Context: an optimization exercise on an open-source flow, tuned for small area, a short achievable clock period and few clock cycles per item. The choices shown serve that exercise and are no tape-out recipe. Where RTL was checked, it was by simulation tests only, not by an equivalence proof against the original.

==> flow/design.v (excerpt) <==
module ascon_inv_permutation
(
  input  logic         clk,
  input  logic         rst,
  input  logic         in_valid,
  output logic         in_ready,
  input  logic [319:0] in_state,
  input  logic [3:0]   in_rounds,
  output logic         out_valid,
  input  logic         out_ready,
  output logic [319:0] out_state,
  output logic         busy
);
export LEC_CHECK = 0
export CAP_MARGIN = 20
export CORE_MARGIN = 2
export CORE_UTILIZATION = 40
export CTS_BUF_LIST = sky130_fd_sc_hd__clkbuf_8
export SETUP_SLACK_MARGIN = 3.8
export SLEW_MARGIN = 20
create_clock -name core_clock -period 7.0 [get_ports {clk}]
standard.sh (not shown) runs the stock make flow with config.mk's settings and CLKGATE_MAP_FILE= SYNTH_SCRIPT=/design/flow/synth_recipe.tcl, a recipe that flattens the netlist after the stock synthesis.
==> flow/flow/run.sh <==
#!/bin/bash
# The standard ORFS layout (the standard.sh, all steps, standard synthesis),
# with one change: the buffers that buffer_ports puts on every input and output
# port are buf_1 cells instead of the default delay-buffer cell.
set -euo pipefail
export BUFFER_PORTS_ARGS="-buffer_cell sky130_fd_sc_hd__buf_1"
bash standard.sh finish > standard_flow.log 2>&1
==> next run, changes <==
SETUP_SLACK_MARGIN = 3.5   (was 3.8)
Effect: Clock skew shrinks by 0.0087 ns; die area stays the same; synthesized cell count is unchanged; cell area decreases by 8.7%; sequential share of layout area is higher by 1.6 points; area after synthesis does not change; final cell count falls by 3.2%; sequential cell count stays the same; global-route usage came out lower by 0.50 points.
No functional check of the RTL was part of any run of this note.


== old ==
ascon_inv_permutation, a different RTL version from the one above (not shown whole).
Size in the first run: roughly 5300 cells after synthesis, ~660 flip-flops, about 650 I/O pins, about 66000 um^2 of cells after synthesis.
==> flow/design.v (excerpt) <==
module ascon_inv_permutation
(
  input  logic         clk,
  input  logic         rst,
  input  logic         in_valid,
  output logic         in_ready,
  input  logic [319:0] in_state,
  input  logic [3:0]   in_rounds,
  output logic         out_valid,
  input  logic         out_ready,
  output logic [319:0] out_state,
  output logic         busy
);
  logic [319:0] r_a, r_b;
  logic [319:0] w_lin, w_sbox;
  logic         r_va, r_da;
  logic [3:0]   r_ra, r_ia;
  logic         r_vb;
  logic [3:0]   r_rb, r_ib;
  logic         r_rb_is1, r_rb_le7, r_rb_le9;
  logic         r_ready, r_ov, r_busy;
  logic         w_is6, w_is8, w_is12;
  logic [3:0]   w_a;
  logic         w_stall, w_acc;
  logic         n_va, n_da, n_vb, n_ready;
  assign w_stall = r_ov & ~out_ready;
  assign w_acc   = in_valid & r_ready;
  assign w_is6  = (in_rounds == 4'd6);
  assign w_is8  = (in_rounds == 4'd8);
  assign w_is12 = ~w_is6 & ~w_is8;
  assign w_a    = w_is6 ? 4'd6 : (w_is8 ? 4'd8 : 4'd12);
  ascon_inv_lin u_lin (
    .i_state (r_a),
    .o_state (w_lin)
  );
  ascon_inv_sbox u_sbox (
    .i_state (r_b),
    .i_rc    (ascon_pkg::rc_tab(r_ib)),
    .o_state (w_sbox)
  );
  always_ff @(posedge clk) begin
    if (!w_stall) begin
      r_b <= w_lin;
      r_a <= r_vb ? w_sbox : in_state;
    end
  end
  assign n_vb = r_va & ~r_da;
  assign n_va = r_vb | w_acc;
  assign n_da = r_vb & r_rb_is1;
  always_comb begin
    if (r_vb)
      n_ready = ~n_vb & ~r_rb_is1 &
                (r_rb_le7 | (in_valid & w_is8 & r_rb_le9) | (in_valid & w_is12));
    else
      n_ready = ~n_vb & (~w_acc | w_is6);
  end
  always_ff @(posedge clk or posedge rst) begin
    if (rst) begin
      r_va     <= 1'b0;
      r_da     <= 1'b0;
      r_ra     <= 4'd0;
      r_ia     <= 4'd0;
      r_vb     <= 1'b0;
      r_rb     <= 4'd0;
      r_ib     <= 4'd0;
      r_rb_is1 <= 1'b0;
      r_rb_le7 <= 1'b0;
      r_rb_le9 <= 1'b0;
  ...
clock: 7.0 ns
lec_check: 0
cap_margin: 20
core_margin: 2
core_utilization: 40
setup_slack_margin: 2
slew_margin: 20
run.sh (not shown) runs the stock make flow with config.mk's settings and CLKGATE_MAP_FILE= SYNTH_SCRIPT=/design/flow/synth_recipe.tcl, a recipe that flattens the netlist after the stock synthesis.
Stock flow here: none of the scripts above is used.
For new, these inputs were changed with respect to old:
Settings: swapping 2 for 4.5 in SETUP_SLACK_MARGIN.
--- outcome ---
- The flow did not stop early for old: all stages ran, and the layout cleared the timing, design-rule and antenna checks.
- new did not stop at any stage, and its layout met the timing, design-rule and antenna checks.
- Comparing old and new, the higher placement-stage cell area was measured on new.
No functional check of the RTL was part of any run of this note.


ascon_inv_permutation again, from the RTL that the note above started with.
export LEC_CHECK = 0
export CAP_MARGIN = 20
export CORE_MARGIN = 2
export CORE_UTILIZATION = 40
export SETUP_SLACK_MARGIN = 3.5
export SLEW_MARGIN = 20
create_clock -name core_clock -period 7.0 [get_ports {clk}]
The starting point ran to the end with no violations.
Change:
- CORE_UTILIZATION: 40 -> 55
What happened:
- sequential cell count does not change
- area after synthesis is unchanged
- critical path depth went up by 1
- via count increases by about 2.6%
Change:
==> flow/flow/run.sh (new file) <==
#!/bin/bash
# The standard ORFS layout (the standard.sh, all steps, standard synthesis),
# with one change: the buffers that buffer_ports puts on every input and output
# port are buf_2 cells instead of the default delay-buffer cell.
set -euo pipefail
export BUFFER_PORTS_ARGS="-buffer_cell sky130_fd_sc_hd__buf_2"
bash standard.sh finish > standard_flow.log 2>&1
==> flow/standard.sh (new file) <==
#!/bin/bash
# synth_recipe.tcl (not shown) runs the flow's synth.tcl, then flattens the netlist and writes it again
# the make line also repeats each setting of config.mk as NAME=value (left out here)
make -C /OpenROAD-flow-scripts/flow DESIGN_CONFIG=/design/flow/config.mk WORK_HOME=/design/flow/orfs CLKGATE_MAP_FILE= SYNTH_SCRIPT=/design/flow/synth_recipe.tcl "${@:-finish}"
- CORE_UTILIZATION: 55 -> 40
removed: flow/run.sh
What happened:
- non-clock buffer count goes up by 59
- wire length goes up by about 4%
- core utilization goes down by 19 points
- critical path depth stays the same
Change:
==> flow/run.sh (new file) <==
#!/bin/bash
# synth_recipe.tcl (not shown) runs the flow's synth.tcl, then flattens the netlist and writes it again
# the make line also repeats each setting of config.mk as NAME=value (left out here)
make -C /OpenROAD-flow-scripts/flow DESIGN_CONFIG=/design/flow/config.mk WORK_HOME=/design/flow/orfs CLKGATE_MAP_FILE= SYNTH_SCRIPT=/design/flow/synth_recipe.tcl finish
- SETUP_SLACK_MARGIN: 3.5 -> not set
removed: flow/flow/run.sh
removed: flow/standard.sh
- The changed run passed the timing, design-rule and antenna checks
- cell area goes up by about 1.1%
- worst setup slack degrades by 0.29 ns
- core utilization goes up by 0.52 points
- clock skew goes down by 0.030 ns
- die area is unchanged
Function was not checked in any run of this note: the RTL went through the layout flow alone.


## job 7253
ascon_inv_permutation, a different RTL version from the one above (not shown whole).
Size: roughly 5300 cells after synthesis, roughly 660 flip-flops, roughly 650 I/O pins.
==> flow/config.mk <==
export PLATFORM = sky130hd
export DESIGN_NAME = ascon_inv_permutation
export DESIGN_NICKNAME = ascon_inv_permutation
export VERILOG_FILES = /design/flow/design.v
export SDC_FILE = /design/flow/constraint.sdc
export NUM_CORES = 4
export LEC_CHECK = 0
export CAP_MARGIN = 20
export CORE_MARGIN = 2
export CORE_UTILIZATION = 40
export CTS_BUF_LIST = sky130_fd_sc_hd__clkbuf_8
export PLACE_DENSITY = 0.5
export SETUP_SLACK_MARGIN = 3.8
export SLEW_MARGIN = 20
==> flow/constraint.sdc <==
create_clock -name core_clock -period 7.0 [get_ports {clk}]
set_input_delay 1.4000 -clock core_clock [delete_from_list [all_inputs] [get_ports {clk}]]
set_output_delay 1.4000 -clock core_clock [all_outputs]
set_load 0.01 [all_outputs]
standard.sh (not shown) runs the stock make flow with config.mk's settings and CLKGATE_MAP_FILE= SYNTH_SCRIPT=/design/flow/synth_recipe.tcl, a recipe that flattens the netlist after the stock synthesis.
==> flow/flow/run.sh <==
#!/bin/bash
# The standard ORFS layout (the standard.sh, all steps, standard synthesis),
# with one change: the buffers that buffer_ports puts on every input and output
# port are buf_1 cells instead of the default delay-buffer cell.
set -euo pipefail
export BUFFER_PORTS_ARGS="-buffer_cell sky130_fd_sc_hd__buf_1"
bash standard.sh finish > standard_flow.log 2>&1
Per the final summary, job 7253 finished and its layout is clean on timing, DRC and antenna.
Testbench counts of job 7253, summed over its fixed seeds: cycles 10,530, items 960.
Setup changes, job 7253 to job 1974
diff --git a/flow/config.mk b/flow/config.mk
--- a/flow/config.mk
+++ b/flow/config.mk
@@ -12,2 +12 @@
-export PLACE_DENSITY = 0.5
-export SETUP_SLACK_MARGIN = 3.8
+export SETUP_SLACK_MARGIN = 3.5
[summary]
Job 1974 reached the final stage; the timing, design-rule and antenna checks on its layout passed. Per the comparison of job 1974 with job 7253, maximum achievable frequency lower, fraction of the core area covered by cells at the end of the flow decreased 4.3 points, worst setup slack fell 0.28 ns. Job 1974 vs. job 7253: count of cells resized by post-cts repair decreased by about 90% relative to the old numbers; hold slack increased by 0.0033 ns relative to the old numbers; setup slack on the worst flop-to-flop path decreased by 0.28 ns relative to the old numbers. Compared with job 7253, job 1974 shows final clock period utilization by the worst path higher by 4.0 points. For non-clock buffer count, dividing the value from job 7253 by the value from job 1974 gives 1.4.
#### Input delta (job 6524 over job 1974)
diff --git a/flow/config.mk b/flow/config.mk
--- a/flow/config.mk
+++ b/flow/config.mk
@@ -12 +12 @@
-export SETUP_SLACK_MARGIN = 3.5
+export SETUP_SLACK_MARGIN = 4.0
Notes after the runs:
Job 6524 vs job 1974 — number of global-route vias before repair climbed by more than 10%. Lower wire length was reported by job 1974, not job 6524. Looking only at final antenna diode count, and setting everything else aside, the higher value of job 6524 and job 1974 goes to job 1974. Re clock latency on the worst-skew pair: job 6524 is 0.04 ns up on job 1974. Between job 6524 and job 1974, the cell depth of the worst flop-to-flop path is higher for job 6524. Summary of job 6524 over job 1974: minimum hold slack rose by 0.0048 ns; clock distribution area overhead in the final layout fell by 0.82 points; non-clock buffer count rose by 1174. Of job 6524 and job 1974, job 1974 shows the lower number of nets in the finished design, with job 6524 above it.
For job 271, these inputs were changed with respect to job 6524:
diff --git a/flow/config.mk b/flow/config.mk
--- a/flow/config.mk
+++ b/flow/config.mk
@@ -11,2 +11,2 @@
-export CTS_BUF_LIST = sky130_fd_sc_hd__clkbuf_8
-export SETUP_SLACK_MARGIN = 4.0
+export CTS_BUF_LIST = sky130_fd_sc_hd__clkbuf_4
+export SETUP_SLACK_MARGIN = 3.8
Notes after the runs:
- Between job 6524 and job 271, arrival time of data at the critical path endpoint decreased.
- Job 271: pin count of the biggest net entering global routing lower than job 6524
- Compared with job 6524, job 271 ends up with a smaller final cell area.
- Against job 6524, job 271 reports a setup fix buffers added after clock tree synthesis that is lower.
- From job 6524 to job 271 the numbers moved as follows: total wire length down about 5.3%, antenna diode count down 3.
- Highest clock frequency the design can meet, job 271 vs job 6524: down by a few percent
- Summary of job 271 over job 6524: buffer share of cell area went down 4.5 points.
- Job 271: met2 demand-to-capacity share in global routing is 1.1 points lower than what job 6524 reported.
Setup changes, job 271 to job 7919
diff --git a/flow/config.mk b/flow/config.mk
--- a/flow/config.mk
+++ b/flow/config.mk
@@ -10,3 +10,3 @@
-export CORE_UTILIZATION = 40
-export CTS_BUF_LIST = sky130_fd_sc_hd__clkbuf_4
-export SETUP_SLACK_MARGIN = 3.8
+export CORE_UTILIZATION = 50
+export CTS_BUF_LIST = sky130_fd_sc_hd__clkbuf_8
+export SETUP_SLACK_MARGIN = 3.5
## What came out
- Via count of the first global-routing pass of job 7919 falls short of that of job 271 by a few percent.
- Compared to job 271, the routing of job 7919 uses less wire.
- Number of cells in the finished layout apart from fillers: higher on job 271
- Side by side, fraction of area in registers turned out higher in job 7919 than in job 271.
- In the final reports, the cell area of job 7919 is smaller than that of job 271.
Input changes introduced in job 3640 (baseline for comparison: job 7919):
diff --git a/flow/flow/run.sh b/flow/flow/run.sh
--- a/flow/flow/run.sh
+++ b/flow/flow/run.sh
@@ -4 +4 @@
-# port are buf_1 cells instead of the default delay-buffer cell.
+# port are buf_2 cells instead of the default delay-buffer cell.
@@ -6 +6 @@
-export BUFFER_PORTS_ARGS="-buffer_cell sky130_fd_sc_hd__buf_1"
+export BUFFER_PORTS_ARGS="-buffer_cell sky130_fd_sc_hd__buf_2"
diff --git a/flow/config.mk b/flow/config.mk
--- a/flow/config.mk
+++ b/flow/config.mk
@@ -10,2 +10 @@
-export CORE_UTILIZATION = 50
-export CTS_BUF_LIST = sky130_fd_sc_hd__clkbuf_8
+export CORE_UTILIZATION = 40
==> comparison <==
Job 3640 reports its endpoint of the worst setup timing path as r_a[292] while job 7919 reports r_a[269].
Post-detailed-route via-to-cell ratio in job 3640 is 5.7% lower than in job 7919
Diff job 7919 -> job 3640: final cell count moved up, final cell area excluding filler cells grew by 2.5%.

==> afterwards: timing with drivers on the ports <==
The results above use ideal ports. As a check the final layouts listed here were re-extracted and re-timed, cells and wires unchanged. Step 1 (the two cells are an assumption about what drives the block):
set clk [get_ports {clk}]
set_driving_cell -lib_cell sky130_fd_sc_hd__clkbuf_16 $clk
set_driving_cell -lib_cell sky130_fd_sc_hd__buf_2 [delete_from_list [all_inputs] $clk]
Step 2 moves the port delays by t, midway between the first and last clock arrival at a register: inputs arrive t later, outputs are due t later. That takes back most of the time a late clock gives input paths. a / b / c = no drivers / after step 1 / after step 2; a / b = the first two.
run	t, ns	setup slack, ns	worst setup path at the end	latest minus earliest clock arrival (ns)
the first run of note 1	1.012	3.658 / 3.588 / 3.383	input to register	0.068 / 0.067
the second run of note 1	0.997	3.366 / 3.366 / 3.358	input to register	0.060 / 0.059
old	0.832	2.972 / 2.972 / 2.562	input to register	0.049 / 0.050
new	0.819	3.671 / 3.671 / 3.671	register to register	0.055 / 0.054
the first run of note 3	0.803	3.447 / 3.405 / 2.919	input to register	0.053 / 0.053
the second run of note 3	0.766	3.368 / 3.368 / 2.980	input to register	0.042 / 0.041
the third run of note 3	0.830	3.249 / 3.249 / 3.077	input to register	0.059 / 0.059
the fourth run of note 3	0.801	2.956 / 2.956 / 2.681	input to register	0.030 / 0.030
job 7253	0.982	3.674 / 3.674 / 3.195	input to register	0.070 / 0.071
job 1974	0.988	3.392 / 3.392 / 3.328	input to register	0.051 / 0.051
job 6524	1.012	3.760 / 3.702 / 3.182	input to register	0.072 / 0.072
job 271	1.327	3.561 / 3.473 / 3.057	input to register	0.166 / 0.166
job 7919	0.960	3.349 / 3.349 / 3.324	input to register	0.050 / 0.049
job 3640	0.796	3.386 / 3.386 / 3.306	input to register	0.053 / 0.053
After both steps every run listed still meets setup and hold. For job 6524, which loses most, drivers alone change the setup slack by -0.058 ns; drivers and shift together by -0.578 ns.
